From an optimization exercise on the open Yosys and OpenROAD flow, aimed at small area, a short achievable clock period and few clock cycles per item; shortcuts taken in it are not production practice.
In this exercise RTL edits were held to simulation tests only and were not proved equivalent to the original.

==> flow/design.v, too long to show whole: its modules and the start of the top module <==
// module esd_fa: 10 lines
// module esd_ha: 9 lines
// module epoch_seconds_to_date: 3707 lines
module epoch_seconds_to_date (
    input  logic        i_clk,
    input  logic        i_rst_n,
    input  logic        start,
    output logic        busy,
    input  logic [31:0] i_epoch_seconds,
    output logic        o_done,
    output logic [11:0] o_year,
    output logic [3:0]  o_month,
    output logic [4:0]  o_day,
    output logic [4:0]  o_hour,
    output logic [5:0]  o_minute,
    output logic [5:0]  o_second
);
  // ...
==> flow/run.sh <==
#!/bin/bash
# synth_recipe.tcl (not shown) runs the flow's synth.tcl, then flattens the netlist and writes it again
# the make line also repeats each setting of config.mk as NAME=value (left out here)
make -C /OpenROAD-flow-scripts/flow DESIGN_CONFIG=/design/flow/config.mk WORK_HOME=/design/flow/orfs CLKGATE_MAP_FILE= SYNTH_SCRIPT=/design/flow/synth_recipe.tcl finish
==> flow/config.mk <==
export PLATFORM = sky130hd
export DESIGN_NAME = epoch_seconds_to_date
export DESIGN_NICKNAME = epoch_seconds_to_date
export VERILOG_FILES = /design/flow/design.v
export SDC_FILE = /design/flow/constraint.sdc
export NUM_CORES = 4
export LEC_CHECK = 0
export CAP_MARGIN = 20
export CORE_MARGIN = 2
export CORE_UTILIZATION = 40
export CTS_BUF_LIST = sky130_fd_sc_hd__clkbuf_8 sky130_fd_sc_hd__clkbuf_16
export CTS_CLUSTER_DIAMETER = 120
export CTS_CLUSTER_SIZE = 30
export PLACE_DENSITY = 0.75
export SETUP_SLACK_MARGIN = 4.45
export SLEW_MARGIN = 20
export SYNTH_HIERARCHICAL = 1
==> flow/constraint.sdc <==
create_clock -name core_clock -period 7.0 [get_ports {i_clk}]
set_input_delay 1.4000 -clock core_clock [delete_from_list [all_inputs] [get_ports {i_clk}]]
set_output_delay 1.4000 -clock core_clock [all_outputs]
set_load 0.01 [all_outputs]
==> flow_summary_export.csv, run 1 <==
group,metric,value,unit
global_routing,grt_use_met3,0.01976,
clock_tree,postCtsResizedCells,74,
clock_tree,cts-root-buf,"clkbuf_16",
placement,place_hpwl,14310,um
outcome,run_status,"complete, no violations",
global_routing,grtUsageMet2,0.2123,
routing,first_pass_iters,4,
timing,fin_crit_sh,0.3693,
clock_tree,cts_tree,"built",
finish,largestClassByArea,"registers",
synthesis,yosysWarnings,7,
synthesis,synth_edf_count,0,
synthesis,async_flop_share,0,
global_routing,antenna_found_initial,0,
timing,slew_headroom,0.4739,
hold_path,hold_end,"r3_318$_DFF_P_",
hold_path,hold_depth,0,
setup_path,regToRegSetupSlack,4410,ps
routing,vias_per_cell,4.437,
finish,regMostFlops,"r_vld",
global_routing,overflow,0,
finish,layout_common_cells,"dfxtp_1, ha_1, fa_1, inv_1, xnor2_1",
routing,wl_met1,8544,um
synthesis,synth_common_cells,"dfxtp_1, ha_1, fa_1",
synthesis,synthSimpleGateAreaFrac,0.06126,
synthesis,syn-num-nets,1264,
synthesis,synth_top_family_by_area,"adder cells",
synthesis,synthAdderAreaFrac,0.2708,
synthesis,synth_area_leader_cell,"dfxtp_1",
floorplan,dieArea,33990,um^2
finish,nets,1333,
finish,seq_area,6645,um^2
synthesis,synth_compound_area_frac,0.06039,
setup_path,cp_num_cells,8,
Testbench counts, summed over its fixed seeds: cycles 16,056, items 16,000.
==> inputs of run 2 (changes only) <==
--- a/flow/config.mk
+++ b/flow/config.mk
@@ -13,4 +13,3 @@
 export CTS_CLUSTER_SIZE = 30
-export PLACE_DENSITY = 0.75
-export SETUP_SLACK_MARGIN = 4.45
+export SETUP_SLACK_MARGIN = 4.3
 export SLEW_MARGIN = 20
==> flow_summary_export.csv, run 2 <==
group,metric,value,unit
synthesis,ys_seq_elements,329,
floorplan,core_area,32290,um^2
setup_path,regToRegSetupSlack,4370,ps
synthesis,synth_area,13010,um^2
finish,final_cell_area,14570,um^2
finish,largest_reg_flops,7,
synthesis,netlist_instances,1010,
setup_path,regToRegStartpoint,"r6_241$_DFF_P_",
run,maxCapViolations,0,
timing,final.setup.tns,0,ps
finish,regMostFlops,"r_vld",
setup_path,r2r_end,"r7_295$_DFF_P_",
setup_path,critPathMaxFanout,4,
routing,vias,6611,
timing,whs,335.8,ps
global_routing,overflow,0,
finish,area_growth,11.99,%
setup_path,cp-end-kind,"flop",
outcome,run_status,"complete, no violations",
hold_path,min_path_type,"flop to flop",
routing,vias_per_cell,4.381,
finish,drive_above_1_share,0.08716,
timing,worst_slack,4367,ps
setup_path,crit_chain,"xor2_4, nand2b_4, mux2_2, a21oi_2, ha_1, ha_1, or2_2, a21o_1, a21oi_1, xnor2_1, mux2i_1, xnor2_1",
clock_tree,h-tree-depth,1,
setup_path,critPathArrivalTime,3020,ps
timing,worst_pin_slew,546.0,ps
synthesis,synth_top_area_share,0.5062,
floorplan,dieArea,33990,um^2
synthesis,async_flop_share,0,
placement,port_buffers,73,
timing,hold_viol_final,0,
routing,antenna_left,0,
clock_tree,cts_buffers,14,
setup_path,critPathKind,"flop to flop",
floorplan,die_h,184.4,um
timing,final.setup_skew,14.52,ps
routing,wire_per_inst,12.52,um
synthesis,syn_area_per_cell,12.88,um^2
global_routing,grt_pass1_vias,6864,
clock_tree,cts.reportedPaths.clkPinSlew,110,ps
finish,finalCoreUtilization,0.4513,
global_routing,grt.total_usage,0.1151,
floorplan,start_util,0.4030,
clock_tree,cts-root-buf,"clkbuf_16",
placement,dp.cells,1474,
floorplan,fp-row-count,66,
clock_tree,clock_latency,490,ps
timing,fin_crit_sh,0.3762,
synthesis,synth-main-ff-cell,"dfxtp_1",
synthesis,yosysWarnings,7,
clock_tree,cts.path.max_buffers,3,
finish,final_cells,1509,
synthesis,synth_most_common_cell,"dfxtp_1",
routing,drtIter0Drc,250,
finish,layout_commonest_cell,"dfxtp_1",
setup_path,cpMaxStageDelayCell,"dfxtp_4",
setup_path,crit_family,"compound AO/OA/AOI/OAI gates",
setup_path,cp_num_buf_inv,0,
routing,drt-total-wl,18900,um
setup_path,max_stage_delay,420,ps
routing,drc,0,
finish,n_antenna_cell,0,
hold_path,hold_end,"r2_131$_DFF_P_",
hold_path,hold_depth,0,
timing,fmax,379.7,MHz
synthesis,synth_area_leaders,"dfxtp_1, fa_1, ha_1",
global_routing,grt_max_degree,31,
synthesis,synth_edf_count,0,
synthesis,yosysUniqueCellTypes,55,
synthesis,syn-num-nets,1264,
timing,setup_viol,0,
timing,maxSlewViolCount,0,
finish,nets,1321,
floorplan,io_pins,75,
clock_tree,cts_tree,"built",
clock_tree,cts_hold_buf,0,
setup_path,start_kind,"flop",
clock_tree,clock_sinks,329,
placement,post-place-ws,3659,ps
synthesis,ys_seq_area_frac,0.5062,
timing,slew_headroom,0.6266,
setup_path,reg2regPathDepth,12,
timing,rsz0062_at_grt,"true",
synthesis,synth_common_cells,"dfxtp_1, ha_1, fa_1",
hold_path,hp-start,"r1_130$_DFF_P_",
routing,first_pass_iters,4,
global_routing,antenna_found_initial,0,
global_routing,grt_pass1_wl,32260,um
finish,layout_common_cells,"dfxtp_1, ha_1, fa_1, inv_1, xnor2_1",
placement,place_congestion,0.8117,
setup_path,required,7390,ps
floorplan,dieWidth,184.4,um
synthesis,synth_area_leader_cell,"dfxtp_1",
timing,fin_crit,2633,ps
placement,placed_area,13950,um^2
placement,place_hpwl,14320,um
==> run 2: metal layers <==
| layer | vias up | GRT usage | wire length, um |
|---|---|---|---|
| li1 | 3409 | - | - |
| met1 | 3090 | 0.1423 | 8483 |
| met2 | 86 | 0.2090 | 9437 |
| met3 | 26 | 0.01561 | 636 |
| met4 | 0 | 0.03232 | 340 |
| met5 | - | 0 | 0 |
==> run 2: layout make-up <==
cell class | instances | area [um^2]
clock inverters | 1 | 3.754
fillers | 2931 | 17720
well taps | 442 | 553.0
clock buffers | 15 | 375.4
multi-input cells | 576 | 5973
repair buffers | 93 | 832.0
flip-flops and latches | 329 | 6633
inverters | 53 | 201.4
==> run 2: timing repair <==
action                                 CTS  global route
gates resized for setup                 57            31
setup buffers                            4            15
pin swaps                                2            13
setup endpoints to repair               51            12
endpoints found under the hold margin    0             0
==> run 2: kinds of logic (layout without fill, tap and decap cells) <==
kind of cell,count (synthesis),count (layout),share of synthesized area
AOI/OAI and AO/OA,117,117,0.06039
xor gates and xnor gates,80,80,0.05385
adders and majority gates,220,220,0.2708
buffers and inverters,105,162,0.04222
DFF,329,329,0.5062
muxes,6,6,0.005000
other,1,1,0.0002882
and+or+nand+nor,152,152,0.06126
==> run 2: modules after synthesis, one instance, submodules excluded <==
module / cell area (um^2) / cells / flops+latches
esd_fa: 20.02 / 1 / 0
esd_ha: 12.51 / 1 / 0
epoch_seconds_to_date: 9998 / 831 / 329
==> run 2: how the worst max path moves through the flow <==
stage / depth (start not counted) / to / from / slack (ps)
3_3_place_gp: 12 / r7_295$_DFF_P_ / r6_241$_DFF_P_ / 3760
4_1_cts: 11 / r7_295$_DFF_P_ / r6_253$_DFF_P_ / 4160
6_report: 12 / r7_295$_DFF_P_ / r6_241$_DFF_P_ / 4370
5_1_grt: 12 / r7_295$_DFF_P_ / r6_241$_DFF_P_ / 4260
2_1_floorplan: 13 / r7_295$_DFF_P_ / r6_252$_DFF_P_ / 4310
3_5_place_dp: 12 / r7_295$_DFF_P_ / r6_240$_DFF_P_ / 3660
==> inputs of run 3 (changes only) <==
--- a/flow/config.mk
+++ b/flow/config.mk
@@ -7,2 +7,3 @@
 export LEC_CHECK = 0
+export ABC_CLOCK_PERIOD_IN_PS = 2400
 export CAP_MARGIN = 20
@@ -13,3 +14,3 @@
 export CTS_CLUSTER_SIZE = 30
-export SETUP_SLACK_MARGIN = 4.3
+export SETUP_SLACK_MARGIN = 4.45
 export SLEW_MARGIN = 20
==> flow_summary_export.csv, run 3 <==
group,metric,value,unit
timing,hold_viol_final,0,
outcome,run_status,"complete, no violations",
global_routing,grt-busiest-layer,"met2",
synthesis,synthAdderAreaFrac,0.2708,
synthesis,synth_mux_area_frac,0.005000,
hold_path,min_path_type,"flop to flop",
routing,vias_per_cell,4.432,
synthesis,synth_common_cells,"dfxtp_1, ha_1, fa_1",
clock_tree,cts.path.max_buffers,3,
synthesis,syn-num-nets,1264,
timing,final.setup_skew,11.00,ps
global_routing,grt_pass1_wl,32740,um
clock_tree,cts-root-buf,"clkbuf_16",
timing,rsz0062_at_grt,"true",
finish,final_cells,1515,
finish,fillers,2914,
synthesis,synth_most_common_cell,"dfxtp_1",
synthesis,synth_edf_count,0,
floorplan,io_pins,75,
synthesis,synth_area_leaders,"dfxtp_1, fa_1, ha_1",
synthesis,syn_area_per_cell,12.88,um^2
synthesis,synth_top_area_share,0.5062,
finish,layout_common_cells,"dfxtp_1, ha_1, fa_1, inv_1, xnor2_1",
global_routing,grt_max_degree,32,
setup_path,start_kind,"flop",
floorplan,die_h,184.4,um
global_routing,grt_pass1_vias,7001,
routing,wire_per_inst,12.56,um
finish,regMostFlops,"r_vld",
placement,port_buffers,73,
finish,seq_area,6648,um^2
clock_tree,cts_buffers,14,
setup_path,critPathKind,"flop to flop",
synthesis,synth-main-ff-cell,"dfxtp_1",
floorplan,dieWidth,184.4,um
run,maxCapViolations,0,
synthesis,async_flop_share,0,
clock_tree,cts.reportedPaths.clkPinSlew,110,ps
global_routing,overflow,0,
clock_tree,h-tree-depth,1,
finish,multiInputGateArea,6092,um^2
routing,drc,0,
routing,drt-total-wl,19020,um
synthesis,yosysUniqueCellTypes,55,
global_routing,use_met1,0.1449,
placement,place_congestion,0.8255,
floorplan,fp-row-count,66,
placement,dp.cells,1474,
timing,slew_headroom,0.6396,
routing,vias,6715,
timing,worst_pin_slew,537.3,ps
setup_path,cp-end-kind,"flop",
finish,largest_reg_flops,7,
finish,nets,1326,
clock_tree,cts_hold_buf,0,
clock_tree,clock_sinks,329,
finish,layout_commonest_cell,"dfxtp_1",
global_routing,grtUsageMet2,0.2126,
synthesis,netlist_instances,1010,
timing,fmax,396.7,MHz
finish,n_antenna_cell,0,
synthesis,yosysWarnings,7,
timing,final.setup.tns,0,ps
global_routing,grt_use_met3,0.01857,
timing,maxSlewViolCount,0,
timing,fin_crit,2521,ps
routing,first_pass_iters,4,
floorplan,start_util,0.4030,
global_routing,antenna_found_initial,0,
finish,area_growth,13.45,%
synthesis,synth_top_family_by_area,"adder cells",
synthesis,synth_area,13010,um^2
synthesis,synthSimpleGateAreaFrac,0.06126,
setup_path,required,7380,ps
clock_tree,cts_tree,"built",
placement,place_hpwl,14260,um
floorplan,dieArea,33990,um^2
synthesis,synth_compound_area_frac,0.06039,
setup_path,critPathArrivalTime,2900,ps
setup_path,critPathMaxFanout,8,
global_routing,grt.total_usage,0.1177,
finish,drive_above_1_share,0.1202,
routing,antenna_left,0,
routing,drtIter0Drc,288,
clock_tree,clock_latency,490,ps
floorplan,core_area,32290,um^2
timing,fin_crit_sh,0.3601,
synthesis,ys_seq_area_frac,0.5062,
synthesis,synth_area_leader_cell,"dfxtp_1",
synthesis,synth_xor_area_frac,0.05385,
synthesis,ys_seq_elements,329,
timing,setup_viol,0,
[run 3: metal layers]
layer / share of wire / routed length [um] / vias up
met5: 0 / 0 / -
met3: 0.037 / 708 / 29
met2: 0.50 / 9441 / 106
met1: 0.44 / 8462 / 3158
met4: 0.022 / 410 / 0
li1: - / - / 3422
[run 3: per-stage QoR]
stage                     worst slack [ps]  cell area (um^2)  hold slack, ps  utilization
after floorplan                       4418             13070           309.6            -
after global placement                3860             14000           310.5       0.4336
after detailed placement              3800             14000           312.1       0.4336
after CTS                             4315             14600           336.9       0.4523
after global routing                  4353             14760           342.5       0.4572
final                                 4479             14760           335.5       0.4572
[run 3: final cells by class]
cell class / instances / share of cell area
clock buffer: 15 / 0.02543
clock inverter: 2 / 0.0005086
inverter: 53 / 0.01399
multi-input combinational: 576 / 0.4127
sequential: 329 / 0.4503
tap: 442 / 0.03746
timing repair buffer: 98 / 0.05959
[run 3: Yosys stat by module, one instance, submodules excluded]
module / cells inside / flip-flops and latches / area, um^2 / times used
epoch_seconds_to_date: 831 / 329 / 9998 / 1
esd_ha: 1 / 0 / 12.51 / 76
esd_fa: 1 / 0 / 20.02 / 103
[run 3: cell families after synthesis]
group                      after synthesis
xor gates and xnor gates                80
adders and majority gates              220
AOI/OAI and AO/OA                      117
buffers and inverters                  105
DFF                                    329
muxes                                    6
other                                    1
and+or+nand+nor                        152
[run 3: worst max-delay path, cell delays in order (launching register included)]
cell	delay, ps
dfxtp_4	380
nor2b_2	160
or2_2	290
a31o_2	250
ha_1	270
ha_1	180
or2_4	250
a21o_1	170
a21oi_2	120
xnor2_1	120
mux2i_1	100
xnor2_1	120
[run 3: what timing repair did]
item / 4_1_cts / 5_1_grt
resized for setup: 82 / 34
setup buffers: 17 / 7
pin swaps: 17 / 31
endpoints found under the setup margin: 56 / 22
[run 3: path summary, 6_finish.rpt]
path / from / endpoint / slack (ps) / cells after the start
min reg2reg: r4_262$_DFF_P_ / r5_263$_DFF_P_ / 340 / 0
max: r6_251$_DFF_P_ / r7_295$_DFF_P_ / 4480 / 11
min: r4_262$_DFF_P_ / r5_263$_DFF_P_ / 340 / 0
max reg2reg: r6_251$_DFF_P_ / r7_295$_DFF_P_ / 4480 / 11
==> inputs of run 4 (changes only) <==
--- a/flow/config.mk
+++ b/flow/config.mk
@@ -7,3 +7,2 @@
 export LEC_CHECK = 0
-export ABC_CLOCK_PERIOD_IN_PS = 2400
 export CAP_MARGIN = 20
==> flow_summary_export.csv, run 4 <==
group,metric,value,unit
outcome,run_status,"complete, no violations",
floorplan,die_h,184.4,um
setup_path,critPathArrivalTime,2900,ps
clock_tree,clock_sinks,329,
global_routing,grt_pass1_wl,32740,um
floorplan,dieWidth,184.4,um
routing,antenna_left,0,
synthesis,syn-num-nets,1264,
synthesis,netlist_instances,1010,
routing,drt-total-wl,19020,um
clock_tree,cts-root-buf,"clkbuf_16",
timing,worst_pin_slew,537.3,ps
floorplan,dieArea,33990,um^2
global_routing,grt_max_degree,32,
routing,vias_per_cell,4.432,
global_routing,grt_pass1_vias,7001,
routing,drc,0,
finish,drive_above_1_share,0.1202,
timing,fmax,396.7,MHz
finish,layout_commonest_cell,"dfxtp_1",
clock_tree,cts_hold_buf,0,
finish,layout_common_cells,"dfxtp_1, ha_1, fa_1, inv_1, xnor2_1",
placement,port_buffers,73,
timing,final.setup.tns,0,ps
finish,largest_reg_flops,7,
floorplan,start_util,0.4030,
synthesis,yosysUniqueCellTypes,55,
run,maxCapViolations,0,
routing,first_pass_iters,4,
timing,rsz0062_at_grt,"true",
setup_path,cp-end-kind,"flop",
placement,place_congestion,0.8255,
timing,slew_headroom,0.6396,
setup_path,required,7380,ps
synthesis,synth_top_area_share,0.5062,
setup_path,critPathKind,"flop to flop",
finish,area_growth,13.45,%
setup_path,critPathMaxFanout,8,
global_routing,grt.total_usage,0.1177,
timing,final.setup_skew,11.00,ps
synthesis,synth_edf_count,0,
finish,regMostFlops,"r_vld",
synthesis,synth_area_leader_cell,"dfxtp_1",
floorplan,fp-row-count,66,
hold_path,min_path_type,"flop to flop",
timing,fin_crit_sh,0.3601,
synthesis,synth-main-ff-cell,"dfxtp_1",
synthesis,synth_common_cells,"dfxtp_1, ha_1, fa_1",
synthesis,async_flop_share,0,
synthesis,synth_area,13010,um^2
finish,seq_area,6648,um^2
floorplan,core_area,32290,um^2
synthesis,yosysWarnings,7,
clock_tree,clock_latency,490,ps
timing,fin_crit,2521,ps
setup_path,start_kind,"flop",
routing,drtIter0Drc,288,
global_routing,antenna_found_initial,0,
finish,final_cells,1515,
timing,setup_viol,0,
synthesis,syn_area_per_cell,12.88,um^2
finish,multiInputGateArea,6092,um^2
clock_tree,cts_tree,"built",
clock_tree,cts_buffers,14,
timing,hold_viol_final,0,
synthesis,ys_seq_area_frac,0.5062,
clock_tree,cts.reportedPaths.clkPinSlew,110,ps
timing,maxSlewViolCount,0,
placement,dp.cells,1474,
routing,wire_per_inst,12.56,um
synthesis,synth_most_common_cell,"dfxtp_1",
finish,nets,1326,
synthesis,ys_seq_elements,329,
clock_tree,h-tree-depth,1,
floorplan,io_pins,75,
synthesis,synth_area_leaders,"dfxtp_1, fa_1, ha_1",
finish,fillers,2914,
placement,place_hpwl,14260,um
routing,vias,6715,
global_routing,overflow,0,
finish,finalCoreUtilization,0.4572,
finish,n_antenna_cell,0,
clock_tree,cts.path.max_buffers,3,
[run 4: cell families after synthesis]
kind of cell / synth area share
DFF: 0.5062
adders and majority gates: 0.2708
and+or+nand+nor: 0.06126
AOI/OAI and AO/OA: 0.06039
buffers and inverters: 0.04222
xor gates and xnor gates: 0.05385
muxes: 0.005000
other: 0.0002882
[run 4: final cells by class]
cell class                      instances  area share
Clock buffer                           15     0.02543
Clock inverter                          2   0.0005086
Inverter                               53     0.01399
Multi-Input combinational cell        576      0.4127
Sequential cell                       329      0.4503
Tap cell                              442     0.03746
Timing Repair Buffer                   98     0.05959
[run 4: per-module statistics from Yosys, one instance, submodules excluded]
module / cell area [um^2] / flops+latches / cells / copies in the design
epoch_seconds_to_date: 9998 / 329 / 831 / 1
esd_fa: 20.02 / 0 / 1 / 103
esd_ha: 12.51 / 0 / 1 / 76
[run 4: final timing paths]
path	endpoint	slack, ps	from	cells past startpoint
worst min register to register	r5_263$_DFF_P_	340	r4_262$_DFF_P_	0
worst max-delay path	r7_295$_DFF_P_	4480	r6_251$_DFF_P_	11
worst min-delay path	r5_263$_DFF_P_	340	r4_262$_DFF_P_	0
worst max register to register	r7_295$_DFF_P_	4480	r6_251$_DFF_P_	11
[run 4: critical path, cell delays in order (launching register included)]
cell	delay, ps
dfxtp_4	380
nor2b_2	160
or2_2	290
a31o_2	250
ha_1	270
ha_1	180
or2_4	250
a21o_1	170
a21oi_2	120
xnor2_1	120
mux2i_1	100
xnor2_1	120
[run 4: routing by layer]
layer	GRT usage	vias up	wire length [um]
met5	0	-	0
met4	0.03360	0	410
met3	0.01857	29	708
met2	0.2126	106	9441
met1	0.1449	3158	8462
li1	-	3422	-
[run 4: per-stage QoR]
step	cell area [um^2]	setup slack [ps]	hold slack, ps
final	14760	4479	335.5
after global routing	14760	4353	342.5
after CTS	14600	4315	336.9
after detailed placement	14000	3800	312.1
after global placement	14000	3860	310.5
after floorplan	13070	4418	309.6
[run 4: timing repair]
| action | in CTS | in global routing |
|---|---|---|
| setup endpoints to repair | 56 | 22 |
| pin swaps | 17 | 31 |
| setup buffers | 17 | 7 |
| resized for setup | 82 | 34 |
==> inputs of run 5 (changes only) <==
--- a/flow/config.mk
+++ b/flow/config.mk
@@ -9,3 +9,3 @@
 export CORE_MARGIN = 2
-export CORE_UTILIZATION = 40
+export CORE_UTILIZATION = 55
 export CTS_BUF_LIST = sky130_fd_sc_hd__clkbuf_8 sky130_fd_sc_hd__clkbuf_16
@@ -13,2 +13,5 @@
 export CTS_CLUSTER_SIZE = 30
+export GPL_ROUTABILITY_DRIVEN = 0
+export GPL_TIMING_DRIVEN = 1
+export PLACE_DENSITY = 0.7
 export SETUP_SLACK_MARGIN = 4.45
==> flow_summary_export.csv, run 5 <==
group,metric,value,unit
synthesis,ys_seq_area_frac,0.5062,
setup_path,max_stage_delay,600,ps
finish,nets,1326,
clock_tree,h-tree-depth,1,
routing,drc,0,
floorplan,dieWidth,157.8,um
clock_tree,cts_tree,"built",
synthesis,yosysUniqueCellTypes,55,
global_routing,antenna_found_initial,0,
synthesis,synth_most_common_cell,"dfxtp_1",
timing,maxSlewViolCount,0,
finish,final_cell_area,14610,um^2
finish,drive_above_1_share,0.1240,
clock_tree,cts_buffers,14,
clock_tree,cts.path.max_buffers,3,
synthesis,async_flop_share,0,
global_routing,grt_pass1_vias,6844,
timing,hold_viol_final,0,
synthesis,synth_area,13010,um^2
hold_path,hold_depth,0,
floorplan,start_util,0.5576,
finish,n_antenna_cell,0,
finish,area_growth,12.26,%
global_routing,grt_pass1_wl,31080,um
routing,vias_per_cell,4.868,
synthesis,syn-num-nets,1264,
global_routing,grt_max_degree,32,
setup_path,critPathArrivalTime,2900,ps
setup_path,cp-end-kind,"flop",
run,maxCapViolations,0,
timing,fin_crit,2504,ps
timing,final.setup_skew,18.56,ps
hold_path,hold_end,"r2_137$_DFF_P_",
synthesis,synth_common_cells,"dfxtp_1, ha_1, fa_1",
routing,drt-total-wl,18320,um
clock_tree,cts.reportedPaths.clkPinSlew,110,ps
synthesis,synth-main-ff-cell,"dfxtp_1",
clock_tree,cts-root-buf,"clkbuf_16",
routing,wire_per_inst,13.16,um
finish,largest_reg_flops,7,
routing,antenna_left,0,
floorplan,core_area,23330,um^2
routing,vias,6776,
synthesis,synth_area_leader_cell,"dfxtp_1",
finish,layout_commonest_cell,"dfxtp_1",
timing,final.setup.tns,0,ps
timing,fin_crit_sh,0.3577,
synthesis,ys_seq_elements,329,
synthesis,yosysWarnings,7,
setup_path,required,7390,ps
setup_path,critPathMaxFanout,2,
outcome,run_status,"complete, no violations",
setup_path,cp_num_buf_inv,0,
setup_path,crit_chain,"fa_2, fa_2, fa_1, ha_4, ha_4, or2_4",
timing,setup_viol,0,
setup_path,critPathKind,"flop to flop",
hold_path,hp-start,"r1_136$_DFF_P_",
setup_path,cpMaxStageDelayCell,"fa_1",
synthesis,syn_area_per_cell,12.88,um^2
clock_tree,clock_latency,490,ps
synthesis,synth_area_leaders,"dfxtp_1, fa_1, ha_1",
setup_path,crit_family,"adder cells",
floorplan,io_pins,75,
routing,drtIter0Drc,210,
clock_tree,clock_sinks,329,
timing,fmax,399.4,MHz
floorplan,dieArea,24900,um^2
global_routing,grt.total_usage,0.1550,
finish,layout_common_cells,"dfxtp_1, ha_1, fa_1, inv_1, xnor2_1",
setup_path,r2r_end,"r2_47$_DFF_P_",
setup_path,start_kind,"flop",
floorplan,fp-row-count,56,
setup_path,regToRegSetupSlack,4500,ps
setup_path,reg2regPathDepth,6,
finish,finalCoreUtilization,0.6260,
finish,regMostFlops,"r_vld",
setup_path,regToRegStartpoint,"r1_12$_DFF_P_",
placement,place_hpwl,13700,um
timing,rsz0062_at_grt,"true",
floorplan,die_h,157.8,um
placement,placed_area,13850,um^2
global_routing,overflow,0,
synthesis,netlist_instances,1010,
placement,port_buffers,73,
synthesis,synth_top_area_share,0.5062,
synthesis,synth_edf_count,0,
hold_path,min_path_type,"flop to flop",
routing,first_pass_iters,4,
run 5: layout make-up:
| class | count | area, um^2 |
|---|---|---|
| clock buffers | 15 | 375.4 |
| clock inverters | 2 | 7.507 |
| fillers | 1840 | 8726 |
| flip-flops and latches | 329 | 6649 |
| well taps | 319 | 399.1 |
| inverters | 53 | 201.4 |
| multi-input cells | 576 | 6100 |
| repair buffers | 98 | 874.6 |
run 5: Yosys stat by module, one instance, submodules excluded:
module	cell area (um^2)	flops+latches	cells inside
esd_ha	12.51	0	1
epoch_seconds_to_date	9998	329	831
esd_fa	20.02	0	1
run 5: kinds of logic (layout without fill, tap and decap cells):
kind of cell    count (synthesis)  count (layout)  share of synthesized area
xor+xnor                       80              80                    0.05385
other cells                     1               1                  0.0002882
simple gates                  152             152                    0.06126
buf+inv                       105             168                    0.04222
fa+ha+maj                     220             220                     0.2708
compound gates                117             117                    0.06039
flops                         329             329                     0.5062
mux                             6               6                   0.005000
run 5: per-stage QoR:
| stage | instances | worst slack (ps) | hold slack (ps) |
|---|---|---|---|
| after floorplan | 1010 | 4418 | 309.6 |
| after global placement | 1351 | 3879 | 310.1 |
| after detailed placement | 1351 | 3800 | 312.1 |
| after CTS | 1384 | 4317 | 335.2 |
| after global routing | 1392 | 4388 | 343.4 |
| final | 1392 | 4496 | 334.3 |
run 5: layer usage:
layer	wire, um	track usage	part of all wire
met1	7697	0.1830	0.42
met2	9728	0.2940	0.53
met3	622	0.02327	0.034
met4	273	0.03766	0.015
met5	0	0	0
run 5: what timing repair did:
| action | in CTS | in global routing |
|---|---|---|
| hold buffers | 0 | 0 |
| gates resized for setup | 77 | 38 |
| setup buffers | 16 | 8 |
| endpoints found under the setup margin | 55 | 20 |
| hold endpoints to repair | 0 | 0 |
| pin swaps | 13 | 24 |
run 5: how the worst max path moves through the flow:
stage,to,slack (ps),cells after the start,startpoint
6_report,r2_47$_DFF_P_,4500,6,r1_12$_DFF_P_
5_1_grt,r7_295$_DFF_P_,4390,11,r6_253$_DFF_P_
4_1_cts,r7_295$_DFF_P_,4320,11,r6_253$_DFF_P_
3_5_place_dp,r7_295$_DFF_P_,3800,12,r6_240$_DFF_P_
3_3_place_gp,r7_295$_DFF_P_,3880,12,r6_240$_DFF_P_
2_1_floorplan,r7_295$_DFF_P_,4420,13,r6_252$_DFF_P_
==> inputs of run 6 (changes only) <==
--- a/flow/config.mk
+++ b/flow/config.mk
@@ -13,4 +13,2 @@
 export CTS_CLUSTER_SIZE = 30
-export GPL_ROUTABILITY_DRIVEN = 0
-export GPL_TIMING_DRIVEN = 1
 export PLACE_DENSITY = 0.7
==> flow_summary_export.csv, run 6 <==
group,metric,value,unit
placement,place_congestion,0.7922,
finish,layout_common_cells,"dfxtp_1, ha_1, fa_1, inv_1, xnor2_1",
routing,drtIter0Drc,210,
finish,drive_above_1_share,0.1240,
routing,antenna_left,0,
floorplan,die_h,157.8,um
synthesis,synth_most_common_cell,"dfxtp_1",
placement,place_hpwl,13700,um
clock_tree,cts_tree,"built",
floorplan,fp-row-count,56,
synthesis,synth_top_area_share,0.5062,
finish,n_antenna_cell,0,
clock_tree,cts.path.max_buffers,3,
synthesis,ys_seq_elements,329,
synthesis,syn_area_per_cell,12.88,um^2
timing,fmax,399.4,MHz
synthesis,synth_common_cells,"dfxtp_1, ha_1, fa_1",
setup_path,crit_chain,"fa_2, fa_2, fa_1, ha_4, ha_4, or2_4",
setup_path,cpMaxStageDelayCell,"fa_1",
global_routing,grt.total_usage,0.1550,
routing,vias,6776,
clock_tree,cts-root-buf,"clkbuf_16",
finish,layout_commonest_cell,"dfxtp_1",
clock_tree,cts_hold_buf,0,
setup_path,critPathArrivalTime,2900,ps
setup_path,critPathKind,"flop to flop",
global_routing,grt_pass1_wl,31080,um
timing,rsz0062_at_grt,"true",
floorplan,start_util,0.5576,
synthesis,ys_seq_area_frac,0.5062,
global_routing,antenna_found_initial,0,
synthesis,netlist_instances,1010,
setup_path,required,7390,ps
finish,regMostFlops,"r_vld",
routing,vias_per_cell,4.868,
finish,largest_reg_flops,7,
routing,drt-total-wl,18320,um
synthesis,synth_area_leader_cell,"dfxtp_1",
synthesis,synth-main-ff-cell,"dfxtp_1",
floorplan,core_area,23330,um^2
run,maxCapViolations,0,
setup_path,cp-end-kind,"flop",
timing,maxSlewViolCount,0,
clock_tree,cts_buffers,14,
synthesis,synth_edf_count,0,
finish,nets,1326,
clock_tree,h-tree-depth,1,
clock_tree,clock_latency,490,ps
synthesis,async_flop_share,0,
timing,hold_viol_final,0,
clock_tree,clock_sinks,329,
routing,drc,0,
global_routing,overflow,0,
global_routing,grt_pass1_vias,6844,
floorplan,io_pins,75,
synthesis,yosysUniqueCellTypes,55,
timing,fin_crit,2504,ps
finish,finalCoreUtilization,0.6260,
hold_path,min_path_type,"flop to flop",
synthesis,synth_area,13010,um^2
finish,fillers,1840,
finish,area_growth,12.26,%
routing,first_pass_iters,4,
outcome,run_status,"complete, no violations",
synthesis,synth_area_leaders,"dfxtp_1, fa_1, ha_1",
timing,fin_crit_sh,0.3577,
clock_tree,cts.reportedPaths.clkPinSlew,110,ps
timing,final.setup_skew,18.56,ps
placement,port_buffers,73,
synthesis,yosysWarnings,7,
timing,setup_viol,0,
floorplan,dieWidth,157.8,um
setup_path,start_kind,"flop",
setup_path,critPathMaxFanout,2,
synthesis,syn-num-nets,1264,
setup_path,max_stage_delay,600,ps
routing,wire_per_inst,13.16,um
floorplan,dieArea,24900,um^2
global_routing,grt_max_degree,32,
timing,final.setup.tns,0,ps
## run 6: modules after synthesis, one instance, submodules excluded
module,times used,flip-flops and latches
epoch_seconds_to_date,1,329
esd_fa,103,0
esd_ha,76,0
## run 6: per-stage QoR
stage                     setup slack (ps)  instance area [um^2]  cells  hold WS [ps]
after floorplan                       4418                 13070   1010         309.6
after global placement                3879                 13850   1351         310.1
after CTS                             4317                 14440   1384         335.2
final                                 4496                 14610   1392         334.3
after detailed placement              3800                 13850   1351         312.1
after global routing                  4388                 14610   1392         343.4
## run 6: layout make-up
cell class                      count  area (um^2)  share of cell area
Clock inverter                      2        7.507           0.0005140
Timing Repair Buffer               98        874.6             0.05988
Clock buffer                       15        375.4             0.02570
Tap cell                          319        399.1             0.02733
Inverter                           53        201.4             0.01379
Multi-Input combinational cell    576         6100              0.4176
Sequential cell                   329         6649              0.4552
## run 6: logic make-up (layout without fill, tap and decap cells)
group                      Yosys count  after routing  share of synthesized area
other                                1              1                  0.0002882
adders and majority gates          220            220                     0.2708
DFF                                329            329                     0.5062
buffers and inverters              105            168                    0.04222
and+or+nand+nor                    152            152                    0.06126
AOI/OAI and AO/OA                  117            117                    0.06039
xor gates and xnor gates            80             80                    0.05385
muxes                                6              6                   0.005000
## run 6: final timing paths
path | start | endpoint | slack, ps | depth (start not counted)
setup / recovery | r1_12$_DFF_P_ | r2_47$_DFF_P_ | 4500 | 6
hold / removal | r1_136$_DFF_P_ | r2_137$_DFF_P_ | 330 | 0
setup reg to reg | r1_12$_DFF_P_ | r2_47$_DFF_P_ | 4500 | 6
hold reg to reg | r1_136$_DFF_P_ | r2_137$_DFF_P_ | 330 | 0
## run 6: layer usage
layer | track usage | vias to the layer above | routed length, um
met5 | 0 | - | 0
li1 | - | 3428 | -
met4 | 0.03766 | 0 | 273
met3 | 0.02327 | 24 | 622
met1 | 0.1830 | 3228 | 7697
met2 | 0.2940 | 96 | 9728
## run 6: repair_timing
item                                    CTS  global route
endpoints found under the setup margin   55            20
setup buffers                            16             8
pin swaps                                13            24
resized for setup                        77            38
hold endpoints to repair                  0             0
## run 6: critical path: cells and delay by family, from the launching register on
| family | cells | cell delay [ps] |
|---|---|---|
| simple gates | 1 | 230 |
| flops | 1 | 360 |
| fa+ha+maj | 5 | 1820 |
==> inputs of run 7 (changes only) <==
--- a/flow/config.mk
+++ b/flow/config.mk
@@ -14,3 +14,3 @@
 export PLACE_DENSITY = 0.7
-export SETUP_SLACK_MARGIN = 4.45
+export SETUP_SLACK_MARGIN = 4.55
 export SLEW_MARGIN = 20
==> flow_summary_export.csv, run 7 <==
group,metric,value,unit
routing,first_pass_iters,4,
clock_tree,clock_sinks,329,
timing,final.setup.tns,0,ps
outcome,run_status,"complete, no violations",
synthesis,async_flop_share,0,
setup_path,regToRegStartpoint,"r1_14$_DFF_P_",
synthesis,synth_area_leader_cell,"dfxtp_1",
setup_path,max_stage_delay,600,ps
clock_tree,cts_buffers,14,
hold_path,hold_depth,0,
synthesis,synth_area_leaders,"dfxtp_1, fa_1, ha_1",
global_routing,overflow,0,
global_routing,grt_pass1_wl,32220,um
timing,fin_crit,2505,ps
synthesis,yosysWarnings,7,
synthesis,netlist_instances,1010,
synthesis,synth_common_cells,"dfxtp_1, ha_1, fa_1",
finish,largest_reg_flops,7,
routing,drc,0,
timing,rsz0062_at_grt,"true",
hold_path,min_path_type,"flop to flop",
floorplan,start_util,0.5576,
setup_path,reg2regPathDepth,6,
global_routing,grt_pass1_vias,6929,
setup_path,critPathArrivalTime,2890,ps
floorplan,dieArea,24900,um^2
finish,finalCoreUtilization,0.6278,
routing,drtIter0Drc,164,
floorplan,dieWidth,157.8,um
setup_path,start_kind,"flop",
finish,layout_commonest_cell,"dfxtp_1",
floorplan,die_h,157.8,um
clock_tree,h-tree-depth,1,
setup_path,crit_top_cell,"fa_2",
routing,wire_per_inst,13.46,um
synthesis,synth_edf_count,0,
setup_path,cp_num_cells,6,
finish,layout_common_cells,"dfxtp_1, ha_1, fa_1, inv_1, xnor2_1",
timing,final.setup_skew,19.76,ps
synthesis,synth_area,13010,um^2
global_routing,grt_max_degree,32,
timing,setup_viol,0,
setup_path,crit_chain,"fa_2, fa_2, fa_2, ha_4, ha_4, or2_4",
synthesis,synth_most_common_cell,"dfxtp_1",
setup_path,cpMaxStageDelayCell,"fa_2",
routing,vias_per_cell,4.789,
placement,port_buffers,73,
setup_path,critPathMaxFanout,2,
finish,regMostFlops,"r_vld",
finish,nets,1332,
clock_tree,clock_latency,500,ps
synthesis,synth_top_area_share,0.5062,
synthesis,yosysUniqueCellTypes,55,
floorplan,core_area,23330,um^2
synthesis,syn_area_per_cell,12.88,um^2
synthesis,ys_seq_area_frac,0.5062,
clock_tree,cts.reportedPaths.clkPinSlew,100,ps
finish,fillers,1811,
timing,fmax,399.2,MHz
hold_path,hp-start,"r4_209$_DFF_P_",
setup_path,required,7390,ps
setup_path,critPathKind,"flop to flop",
global_routing,antenna_found_initial,0,
placement,place_hpwl,13950,um
setup_path,crit_family,"adder cells",
run,maxCapViolations,0,
synthesis,syn-num-nets,1264,
floorplan,io_pins,75,
finish,area_growth,12.58,%
routing,vias,6695,
finish,n_antenna_cell,0,
floorplan,fp-row-count,56,
finish,drive_above_1_share,0.2076,
setup_path,regToRegSetupSlack,4500,ps
clock_tree,cts.path.max_buffers,3,
synthesis,synth-main-ff-cell,"dfxtp_1",
timing,maxSlewViolCount,0,
global_routing,grt.total_usage,0.1605,
synthesis,ys_seq_elements,329,
timing,fin_crit_sh,0.3578,
clock_tree,cts_tree,"built",
setup_path,cp-end-kind,"flop",
setup_path,cp_num_buf_inv,0,
timing,hold_viol_final,0,
routing,antenna_left,0,
routing,drt-total-wl,18820,um
clock_tree,cts-root-buf,"clkbuf_16",
setup_path,crit_path_start,"r1_14$_DFF_P_",
placement,place_congestion,0.7803,
run 7: cell type report:
type	instances	area, um^2	area share
clock buffers	15	375.4	0.02563
clock inverters	2	7.507	0.0005125
inverters	53	203.9	0.01392
multi-input cells	576	6220	0.4246
flip-flops and latches	329	6668	0.4552
well taps	319	399.1	0.02725
repair buffers	104	774.5	0.05287
run 7: path summary, 6_finish.rpt:
path,to
worst min register to register,r5_210$_DFF_P_
worst max register to register,r2_47$_DFF_P_
worst min-delay path,r5_210$_DFF_P_
worst max-delay path,r2_47$_DFF_P_
run 7: repair_timing:
| action | in CTS | in global routing |
|---|---|---|
| endpoints found under the setup margin | 66 | 42 |
| pin swaps | 20 | 23 |
| hold buffers | 0 | 0 |
| gates resized for setup | 189 | 65 |
| setup buffers | 25 | 5 |
run 7: through the flow:
stage	setup slack, ps	instance area (um^2)	cells	hold WS (ps)
5_1_grt	4383	14650	1398	337.9
3_5_place_dp	4007	13920	1351	312.1
4_1_cts	4485	14550	1393	334.8
6_report	4495	14650	1398	330.3
3_3_place_gp	4004	13920	1351	309.8
2_1_floorplan	4539	13160	1010	309.6
run 7: Yosys stat by module, one instance, submodules excluded:
module	times used	flip-flops and latches	cells	cell area [um^2]
esd_ha	76	0	1	12.51
epoch_seconds_to_date	1	329	831	9998
esd_fa	103	0	1	20.02
run 7: cell families after synthesis:
logic type                 after synthesis  share of synthesized area
buffers and inverters                  105                    0.04222
muxes                                    6                   0.005000
adders and majority gates              220                     0.2708
AOI/OAI and AO/OA                      117                    0.06039
and+or+nand+nor                        152                    0.06126
other                                    1                  0.0002882
DFF                                    329                     0.5062
xor gates and xnor gates                80                    0.05385
run 7: per-layer routing:
metal,GRT usage,up-vias,share of wire
li1,-,3438,-
met1,0.1924,3161,0.42
met2,0.3064,83,0.54
met3,0.01971,13,0.030
met4,0.03550,0,0.013
met5,0,-,0
==> inputs of run 8 (changes only) <==
--- a/flow/config.mk
+++ b/flow/config.mk
@@ -14,3 +14,3 @@
 export PLACE_DENSITY = 0.7
-export SETUP_SLACK_MARGIN = 4.55
+export SETUP_SLACK_MARGIN = 4.6
 export SLEW_MARGIN = 20
==> flow_summary_export.csv, run 8 <==
group,metric,value,unit
outcome,run_status,"complete, no violations",
global_routing,grt_max_degree,32,
clock_tree,cts_buffers,14,
finish,largest_reg_flops,7,
setup_path,regToRegSetupSlack,4490,ps
setup_path,start_kind,"flop",
finish,final_cell_area,14710,um^2
routing,drc,0,
placement,placed_area,13930,um^2
global_routing,overflow,0,
synthesis,synth_area,13010,um^2
routing,drtIter0Drc,154,
floorplan,core_area,23330,um^2
synthesis,synth_most_common_cell,"dfxtp_1",
finish,final_cells,1399,
timing,fmax,398.1,MHz
routing,antenna_left,0,
setup_path,required,7390,ps
global_routing,grt.total_usage,0.1564,
finish,drive_above_1_share,0.2102,
placement,dp.cells,1351,
finish,seq_area,6674,um^2
synthesis,yosysWarnings,7,
timing,final.setup_skew,11.38,ps
global_routing,antenna_found_initial,0,
timing,maxSlewViolCount,0,
timing,setup_viol,0,
finish,regMostFlops,"r_vld",
timing,fin_crit_sh,0.3589,
synthesis,synth_area_leaders,"dfxtp_1, fa_1, ha_1",
synthesis,syn_area_per_cell,12.88,um^2
clock_tree,cts.reportedPaths.clkPinSlew,100,ps
setup_path,cp-end-kind,"flop",
routing,wire_per_inst,13.27,um
floorplan,fp-row-count,56,
setup_path,critPathArrivalTime,2910,ps
synthesis,synth-main-ff-cell,"dfxtp_1",
clock_tree,clock_sinks,329,
clock_tree,clock_latency,500,ps
routing,first_pass_iters,4,
placement,place_congestion,0.8049,
finish,n_antenna_cell,0,
synthesis,netlist_instances,1010,
routing,vias_per_cell,4.831,
routing,drt-total-wl,18570,um
setup_path,crit_path_start,"r1_13$_DFF_P_",
finish,area_growth,13.02,%
floorplan,dieWidth,157.8,um
synthesis,async_flop_share,0,
clock_tree,cts.path.max_buffers,3,
synthesis,syn-num-nets,1264,
finish,fillers,1810,
finish,multiInputGateArea,6243,um^2
floorplan,dieArea,24900,um^2
floorplan,io_pins,75,
run,maxCapViolations,0,
synthesis,synth_top_area_share,0.5062,
clock_tree,cts-root-buf,"clkbuf_16",
timing,final.setup.tns,0,ps
floorplan,die_h,157.8,um
synthesis,synth_common_cells,"dfxtp_1, ha_1, fa_1",
clock_tree,cts_tree,"built",
global_routing,grt_pass1_vias,6868,
synthesis,yosysUniqueCellTypes,55,
global_routing,grt_pass1_wl,31350,um
timing,hold_viol_final,0,
floorplan,start_util,0.5576,
hold_path,hp-start,"r6_321$_DFF_P_",
timing,fin_crit,2512,ps
routing,vias,6758,
synthesis,ys_seq_area_frac,0.5062,
placement,port_buffers,73,
setup_path,critPathKind,"flop to flop",
placement,place_hpwl,13690,um
setup_path,regToRegStartpoint,"r1_13$_DFF_P_",
hold_path,min_path_type,"flop to flop",
synthesis,synth_edf_count,0,
finish,layout_common_cells,"dfxtp_1, ha_1, fa_1, xnor2_1, inv_1",
synthesis,synth_area_leader_cell,"dfxtp_1",
timing,rsz0062_at_grt,"true",
setup_path,critPathMaxFanout,4,
clock_tree,h-tree-depth,1,
finish,nets,1333,
synthesis,ys_seq_elements,329,
finish,layout_commonest_cell,"dfxtp_1",
run 8: worst max-delay path: stages (launching register included):
cell and delay [ps]:
dfxtp_4 400, fa_2 460, fa_2 600, fa_2 440
and2_4 160, ha_4 150, or2_4 220
run 8: what timing repair did:
item	4_1_cts	5_1_grt
setup endpoints to repair	70	33
setup buffers	22	9
pin swaps	24	39
resized for setup	209	59
hold buffers	0	0
run 8: per-module statistics from Yosys (local to each module, per instance):
| module | cells | flops+latches | area [um^2] | times used |
|---|---|---|---|---|
| esd_ha | 1 | 0 | 12.51 | 76 |
| esd_fa | 1 | 0 | 20.02 | 103 |
| epoch_seconds_to_date | 831 | 329 | 9998 | 1 |
run 8: final timing paths:
path                                  endpoint  cells after the start
worst max-delay path             r2_47$_DFF_P_                      6
worst min-delay path            r7_322$_DFF_P_                      0
worst max register to register   r2_47$_DFF_P_                      6
worst min register to register  r7_322$_DFF_P_                      0
run 8: logic make-up (layout without fill, tap and decap cells):
family / count (synthesis) / in the layout / synth area share
DFF: 329 / 329 / 0.5062
adders and majority gates: 220 / 220 / 0.2708
and+or+nand+nor: 152 / 152 / 0.06126
AOI/OAI and AO/OA: 117 / 117 / 0.06039
buffers and inverters: 105 / 175 / 0.04222
xor gates and xnor gates: 80 / 80 / 0.05385
muxes: 6 / 6 / 0.005000
other: 1 / 1 / 0.0002882
run 8: area by class of cell:
cell class | count | area share
clock buffers | 15 | 0.02553
clock inverters | 2 | 0.0005105
inverters | 53 | 0.01421
multi-input cells | 576 | 0.4246
repair buffers | 105 | 0.05420
flip-flops and latches | 329 | 0.4538
well taps | 319 | 0.02714
run 8: layer usage:
metal / track usage / vias up / wire, um
met5: 0 / - / 0
met4: 0.03636 / 0 / 224
met3: 0.02135 / 15 / 551
met2: 0.2936 / 80 / 9808
met1: 0.1896 / 3229 / 7987
li1: - / 3434 / -
run 8: stage by stage:
| stage | setup WS (ps) | hold slack [ps] | utilization |
|---|---|---|---|
| after floorplan | 4540 | 309.6 | - |
| after global placement | 4018 | 309.8 | 0.5968 |
| after detailed placement | 3954 | 312.1 | 0.5968 |
| after CTS | 4471 | 335.7 | 0.6187 |
| after global routing | 4353 | 338.5 | 0.6303 |
| final | 4488 | 333.9 | 0.6303 |
==> inputs of run 9 (changes only) <==
--- a/flow/config.mk
+++ b/flow/config.mk
@@ -11,6 +11,6 @@
 export CTS_BUF_LIST = sky130_fd_sc_hd__clkbuf_8 sky130_fd_sc_hd__clkbuf_16
-export CTS_CLUSTER_DIAMETER = 120
-export CTS_CLUSTER_SIZE = 30
+export CTS_CLUSTER_DIAMETER = 80
+export CTS_CLUSTER_SIZE = 16
 export PLACE_DENSITY = 0.7
-export SETUP_SLACK_MARGIN = 4.6
+export SETUP_SLACK_MARGIN = 4.45
 export SLEW_MARGIN = 20
==> flow_summary_export.csv, run 9 <==
group,metric,value,unit
synthesis,synth_area,13010,um^2
floorplan,die_h,157.8,um
floorplan,start_util,0.5576,
synthesis,syn-num-nets,1264,
placement,place_congestion,0.7922,
finish,n_antenna_cell,0,
setup_path,cp-end-kind,"flop",
global_routing,overflow,0,
global_routing,grt_max_degree,29,
run,maxCapViolations,0,
synthesis,async_flop_share,0,
clock_tree,clock_sinks,329,
timing,maxSlewViolCount,0,
clock_tree,h-tree-depth,1,
synthesis,synth_top_area_share,0.5062,
routing,wire_per_inst,13.30,um
setup_path,start_kind,"flop",
hold_path,min_path_type,"flop to flop",
routing,drtIter0Drc,194,
synthesis,synth-main-ff-cell,"dfxtp_1",
placement,port_buffers,73,
synthesis,synth_common_cells,"dfxtp_1, ha_1, fa_1",
clock_tree,cts-root-buf,"clkbuf_16",
synthesis,synth_area_leader_cell,"dfxtp_1",
floorplan,dieArea,24900,um^2
timing,fin_crit,2544,ps
clock_tree,cts_tree,"built",
finish,nets,1339,
synthesis,synth_most_common_cell,"dfxtp_1",
finish,layout_commonest_cell,"dfxtp_1",
routing,vias_per_cell,4.833,
finish,drive_above_1_share,0.1363,
synthesis,ys_seq_area_frac,0.5062,
finish,regMostFlops,"r_vld",
floorplan,io_pins,75,
synthesis,yosysWarnings,7,
clock_tree,cts_hold_buf,0,
finish,final_cells,1405,
synthesis,netlist_instances,1010,
placement,post-place-ws,3800,ps
setup_path,critPathMaxFanout,7,
setup_path,critPathKind,"flop to flop",
timing,final.setup.tns,0,ps
timing,rsz0062_at_grt,"true",
finish,layout_common_cells,"dfxtp_1, ha_1, fa_1, inv_1, xnor2_1",
setup_path,required,7410,ps
synthesis,ys_seq_elements,329,
clock_tree,cts_buffers,24,
synthesis,syn_area_per_cell,12.88,um^2
synthesis,synth_area_leaders,"dfxtp_1, fa_1, ha_1",
timing,fmax,393.1,MHz
routing,vias,6791,
floorplan,dieWidth,157.8,um
timing,setup_viol,0,
routing,drt-total-wl,18680,um
clock_tree,cts.reportedPaths.clkPinSlew,70,ps
timing,hold_viol_final,0,
outcome,run_status,"complete, no violations",
finish,area_growth,14.59,%
routing,first_pass_iters,4,
global_routing,grt_pass1_wl,31420,um
clock_tree,clock_latency,520,ps
floorplan,fp-row-count,56,
clock_tree,cts.path.max_buffers,3,
placement,place_hpwl,13700,um
synthesis,synth_edf_count,0,
finish,largest_reg_flops,7,
synthesis,yosysUniqueCellTypes,55,
routing,drc,0,
floorplan,core_area,23330,um^2
routing,antenna_left,0,
finish,fillers,1810,
timing,final.setup_skew,6.096,ps
timing,fin_crit_sh,0.3634,
setup_path,critPathArrivalTime,2950,ps
timing,worst_slack,4456,ps
finish,finalCoreUtilization,0.6390,
global_routing,antenna_found_initial,0,
global_routing,grt.total_usage,0.1572,
placement,dp.cells,1351,
global_routing,grt_pass1_vias,6949,
-- run 9: cell types whose count changed in the layout (fill, tap and decap cells not counted), sizes merged --
cell	change
buf	-43
dlygate4sd2	+35
clkbuf	+10
clkdlybuf4s15	+4
-- run 9: final cells by class --
| type | count | area (um^2) | area share |
|---|---|---|---|
| sequential | 329 | 6640 | 0.4454 |
| inverter | 53 | 206.4 | 0.01385 |
| multi-input combinational | 576 | 6128 | 0.4110 |
| tap | 319 | 399.1 | 0.02677 |
| clock buffer | 25 | 625.6 | 0.04196 |
| clock inverter | 2 | 12.51 | 0.0008392 |
| timing repair buffer | 101 | 897.1 | 0.06017 |
-- run 9: Yosys stat by module (local to each module, per instance) --
module	cells	flip-flops and latches
epoch_seconds_to_date	831	329
esd_ha	1	0
esd_fa	1	0
-- run 9: critical path: stages (launching register included) --
cell and delay, ps:
dfxtp_4 370, buf_4 140, buf_4 120, o21a_1 180
o311ai_1 330, a21oi_2 110, or4_4 550, or3_4 360
a32o_1 260
-- run 9: final timing paths --
path	start	endpoint	slack (ps)	cells after the start
worst min-delay path	r5_313$_DFF_P_	r6_314$_DFF_P_	320	0
worst min register to register	r5_313$_DFF_P_	r6_314$_DFF_P_	320	0
worst max-delay path	r6_251$_DFF_P_	r7_290$_DFF_P_	4460	8
worst max register to register	r6_251$_DFF_P_	r7_290$_DFF_P_	4460	8
-- run 9: logic make-up (layout without fill, tap and decap cells) --
logic type                 after synthesis  after routing  synth area share
DFF                                    329            329            0.5062
adders and majority gates              220            220            0.2708
and+or+nand+nor                        152            152           0.06126
AOI/OAI and AO/OA                      117            117           0.06039
buffers and inverters                  105            181           0.04222
xor gates and xnor gates                80             80           0.05385
muxes                                    6              6          0.005000
other                                    1              1         0.0002882
-- run 9: stage by stage --
stage          hold slack (ps)  instance area, um^2
3_3_place_gp             310.1                13850
5_1_grt                  330.8                14910
3_5_place_dp             312.1                13850
2_1_floorplan            309.6                13070
4_1_cts                  324.5                14660
6_report                 324.5                14910
-- run 9: routing by layer --
layer,track usage,wire (um),vias to the layer above
met5,0,0,-
met4,0.04719,455,0
met3,0.02327,575,26
met2,0.2990,9816,85
met1,0.1815,7832,3220
li1,-,-,3460
-- run 9: what timing repair did --
item                                    in CTS  in global routing
pin swaps                                   12                 30
endpoints found under the setup margin      55                 20
buffers inserted                            13                 14
gates resized for setup                     72                 46
==> inputs of run 10 (changes only) <==
--- a/flow/config.mk
+++ b/flow/config.mk
@@ -10,5 +10,5 @@
 export CORE_UTILIZATION = 55
-export CTS_BUF_LIST = sky130_fd_sc_hd__clkbuf_8 sky130_fd_sc_hd__clkbuf_16
-export CTS_CLUSTER_DIAMETER = 80
-export CTS_CLUSTER_SIZE = 16
+export CTS_BUF_LIST = sky130_fd_sc_hd__clkbuf_16
+export CTS_CLUSTER_DIAMETER = 100
+export CTS_CLUSTER_SIZE = 20
 export PLACE_DENSITY = 0.7
==> flow_summary_export.csv, run 10 <==
group,metric,value,unit
timing,rsz0062_at_grt,"true",
routing,drt-total-wl,18850,um
floorplan,start_util,0.5576,
routing,routed-wl-met2,10110,um
timing,fmax,395.7,MHz
finish,area_growth,13.99,%
setup_path,cp-end-kind,"flop",
routing,drtIter0Drc,190,
setup_path,start_kind,"flop",
placement,port_buffers,73,
global_routing,overflow,0,
finish,layout_common_cells,"dfxtp_1, ha_1, fa_1, inv_1, xnor2_1",
run,maxCapViolations,0,
finish,drive_above_1_share,0.1336,
finish,n_antenna_cell,0,
synthesis,async_flop_share,0,
floorplan,dieWidth,157.8,um
setup_path,critPathKind,"flop to flop",
timing,final.setup_skew,13.46,ps
synthesis,synth_top_area_share,0.5062,
setup_path,required,7390,ps
placement,place_congestion,0.7922,
finish,fillers,1833,
clock_tree,clock_latency,510,ps
setup_path,critPathArrivalTime,2920,ps
timing,final.setup.tns,0,ps
synthesis,synth_area,13010,um^2
timing,worst_pin_slew,482.9,ps
routing,wl_met1,7737,um
synthesis,synth_common_cells,"dfxtp_1, ha_1, fa_1",
clock_tree,cts.path.max_buffers,3,
global_routing,grt_pass1_wl,31730,um
synthesis,ys_seq_elements,329,
synthesis,syn_area_per_cell,12.88,um^2
clock_tree,cts_tree,"built",
finish,finalCoreUtilization,0.6357,
synthesis,netlist_instances,1010,
global_routing,grt_pass1_vias,6940,
timing,fin_crit,2527,ps
finish,nets,1338,
placement,post-place-ws,3800,ps
clock_tree,cts.reportedPaths.clkPinSlew,80,ps
synthesis,ys_seq_area_frac,0.5062,
routing,first_pass_iters,5,
global_routing,grt.total_usage,0.1590,
timing,worst_slack,4473,ps
finish,layout_commonest_cell,"dfxtp_1",
routing,antenna_left,0,
routing,wl_met3,680,um
hold_path,min_path_type,"flop to flop",
global_routing,grt_max_degree,29,
synthesis,synth_edf_count,0,
synthesis,syn-num-nets,1264,
routing,top_layer,"met4",
finish,final_cell_area,14830,um^2
setup_path,critPathMaxFanout,3,
timing,maxSlewViolCount,0,
floorplan,core_area,23330,um^2
routing,vias_per_cell,4.855,
routing,vias,6816,
synthesis,synth-main-ff-cell,"dfxtp_1",
clock_tree,cts_buffers,20,
placement,placed_area,13850,um^2
timing,fin_crit_sh,0.3610,
routing,drc,0,
synthesis,yosysUniqueCellTypes,55,
outcome,run_status,"complete, no violations",
global_routing,antenna_found_initial,0,
synthesis,synth_area_leader_cell,"dfxtp_1",
placement,place_hpwl,13700,um
finish,largest_reg_flops,7,
clock_tree,clock_sinks,329,
clock_tree,cts-root-buf,"clkbuf_16",
synthesis,synth_most_common_cell,"dfxtp_1",
routing,wire_per_inst,13.42,um
floorplan,dieArea,24900,um^2
floorplan,die_h,157.8,um
timing,slew_headroom,0.6740,
finish,regMostFlops,"r_vld",
clock_tree,h-tree-depth,1,
timing,hold_viol_final,0,
floorplan,io_pins,75,
floorplan,fp-row-count,56,
synthesis,synth_area_leaders,"dfxtp_1, fa_1, ha_1",
timing,setup_viol,0,
synthesis,yosysWarnings,7,
[run 10: cell count changes in the layout (fill, tap and decap cells not counted), sizes merged]
cell | before | now
clkbuf | 25 | 21
buf | 28 | 31
clkdlybuf4s15 | 4 | 5
clkinv | 0 | 1
dlygate4sd2 | 35 | 34
inv | 55 | 54
[run 10: layer usage]
layer / vias to the layer above / GRT usage
met3: 24 / 0.02464
met4: 0 / 0.03983
met1: 3238 / 0.1848
li1: 3453 / -
met5: - / 0
met2: 101 / 0.3039
[run 10: logic make-up after synthesis]
group,Yosys count,synth area share
compound gates,117,0.06039
xor+xnor,80,0.05385
fa+ha+maj,220,0.2708
buf+inv,105,0.04222
flops,329,0.5062
mux,6,0.005000
other cells,1,0.0002882
simple gates,152,0.06126
[run 10: area by class of cell]
type,instances,area [um^2],share of cell area
clock buffers,21,525.5,0.03543
clock inverters,2,20.02,0.001350
inverters,53,206.4,0.01392
multi-input cells,576,6121,0.4127
flip-flops and latches,329,6639,0.4476
well taps,319,399.1,0.02691
repair buffers,104,920.9,0.06209
[run 10: repair_timing]
| action | CTS | global route |
|---|---|---|
| cloned | 0 | 0 |
| buffers inserted | 16 | 14 |
| gates resized for setup | 76 | 40 |
| hold buffers | 0 | 0 |
| endpoints found under the setup margin | 55 | 22 |
| pin swaps | 11 | 30 |
[run 10: path summary, 6_finish.rpt]
path / startpoint / to / slack, ps / cells after the start
max reg2reg: r2_36$_DFF_P_ / r3_161$_DFF_P_ / 4470 / 8
min: r4_209$_DFF_P_ / r5_210$_DFF_P_ / 330 / 0
max: r2_36$_DFF_P_ / r3_161$_DFF_P_ / 4470 / 8
min reg2reg: r4_209$_DFF_P_ / r5_210$_DFF_P_ / 330 / 0
[run 10: per-module statistics from Yosys, one instance, submodules excluded]
module	area, um^2	cells	flops+latches	copies in the design
epoch_seconds_to_date	9998	831	329	1
esd_fa	20.02	1	0	103
esd_ha	12.51	1	0	76
[run 10: critical path, stage by stage (launching register included)]
cell,delay [ps]
dfxtp_2,340
ha_4,290
inv_6,40
fa_1,560
inv_2,50
ha_4,150
inv_2,50
fa_2,460
fa_1,460
[run 10: through the flow]
step | hold WS, ps | cells
6_report | 327.2 | 1404
5_1_grt | 335.1 | 1404
4_1_cts | 328.8 | 1390
3_5_place_dp | 312.1 | 1351
3_3_place_gp | 310.1 | 1351
2_1_floorplan | 309.6 | 1010

separate check: timing with driven ports:
The flow's constraints put no driver on any port. The routed layouts listed below were extracted and timed again, unchanged, in two steps.
Step 1: set_driving_cell puts a clkbuf_16 on i_clk and a buf_2 on each other input, an assumption about the parent block.
Step 2, shift: input delay + t, output delay - t, t = (earliest + latest rising clock arrival at the registers) / 2. This alone moves slack from input paths to output paths.
Slacks: ideal / step 1 / step 2; pairs: ideal / step 1.
run	t, ns	setup slack, ns	clock arrival spread, ns	worst register clock-pin slew, ns	worst data-port slew with drivers (ns)
run 1	0.533	4.415 / 4.415 / 4.380	0.021 / 0.020	0.11 / 0.11	0.04
run 2	0.536	4.367 / 4.367 / 4.367	0.017 / 0.017	0.11 / 0.11	0.04
run 3	0.536	4.479 / 4.474 / 4.354	0.013 / 0.013	0.11 / 0.11	0.03
run 4	0.536	4.479 / 4.474 / 4.354	0.013 / 0.013	0.11 / 0.11	0.03
run 5	0.532	4.496 / 4.466 / 4.397	0.019 / 0.020	0.11 / 0.11	0.04
run 6	0.532	4.496 / 4.466 / 4.397	0.019 / 0.020	0.11 / 0.11	0.04
run 7	0.532	4.495 / 4.495 / 4.390	0.020 / 0.019	0.12 / 0.12	0.04
run 8	0.534	4.488 / 4.488 / 4.415	0.021 / 0.021	0.11 / 0.11	0.03
run 9	0.563	4.456 / 4.455 / 4.385	0.010 / 0.010	0.07 / 0.07	0.03
run 10	0.554	4.473 / 4.469 / 4.377	0.015 / 0.015	0.08 / 0.08	0.04
After both steps every run listed still meets setup and hold.
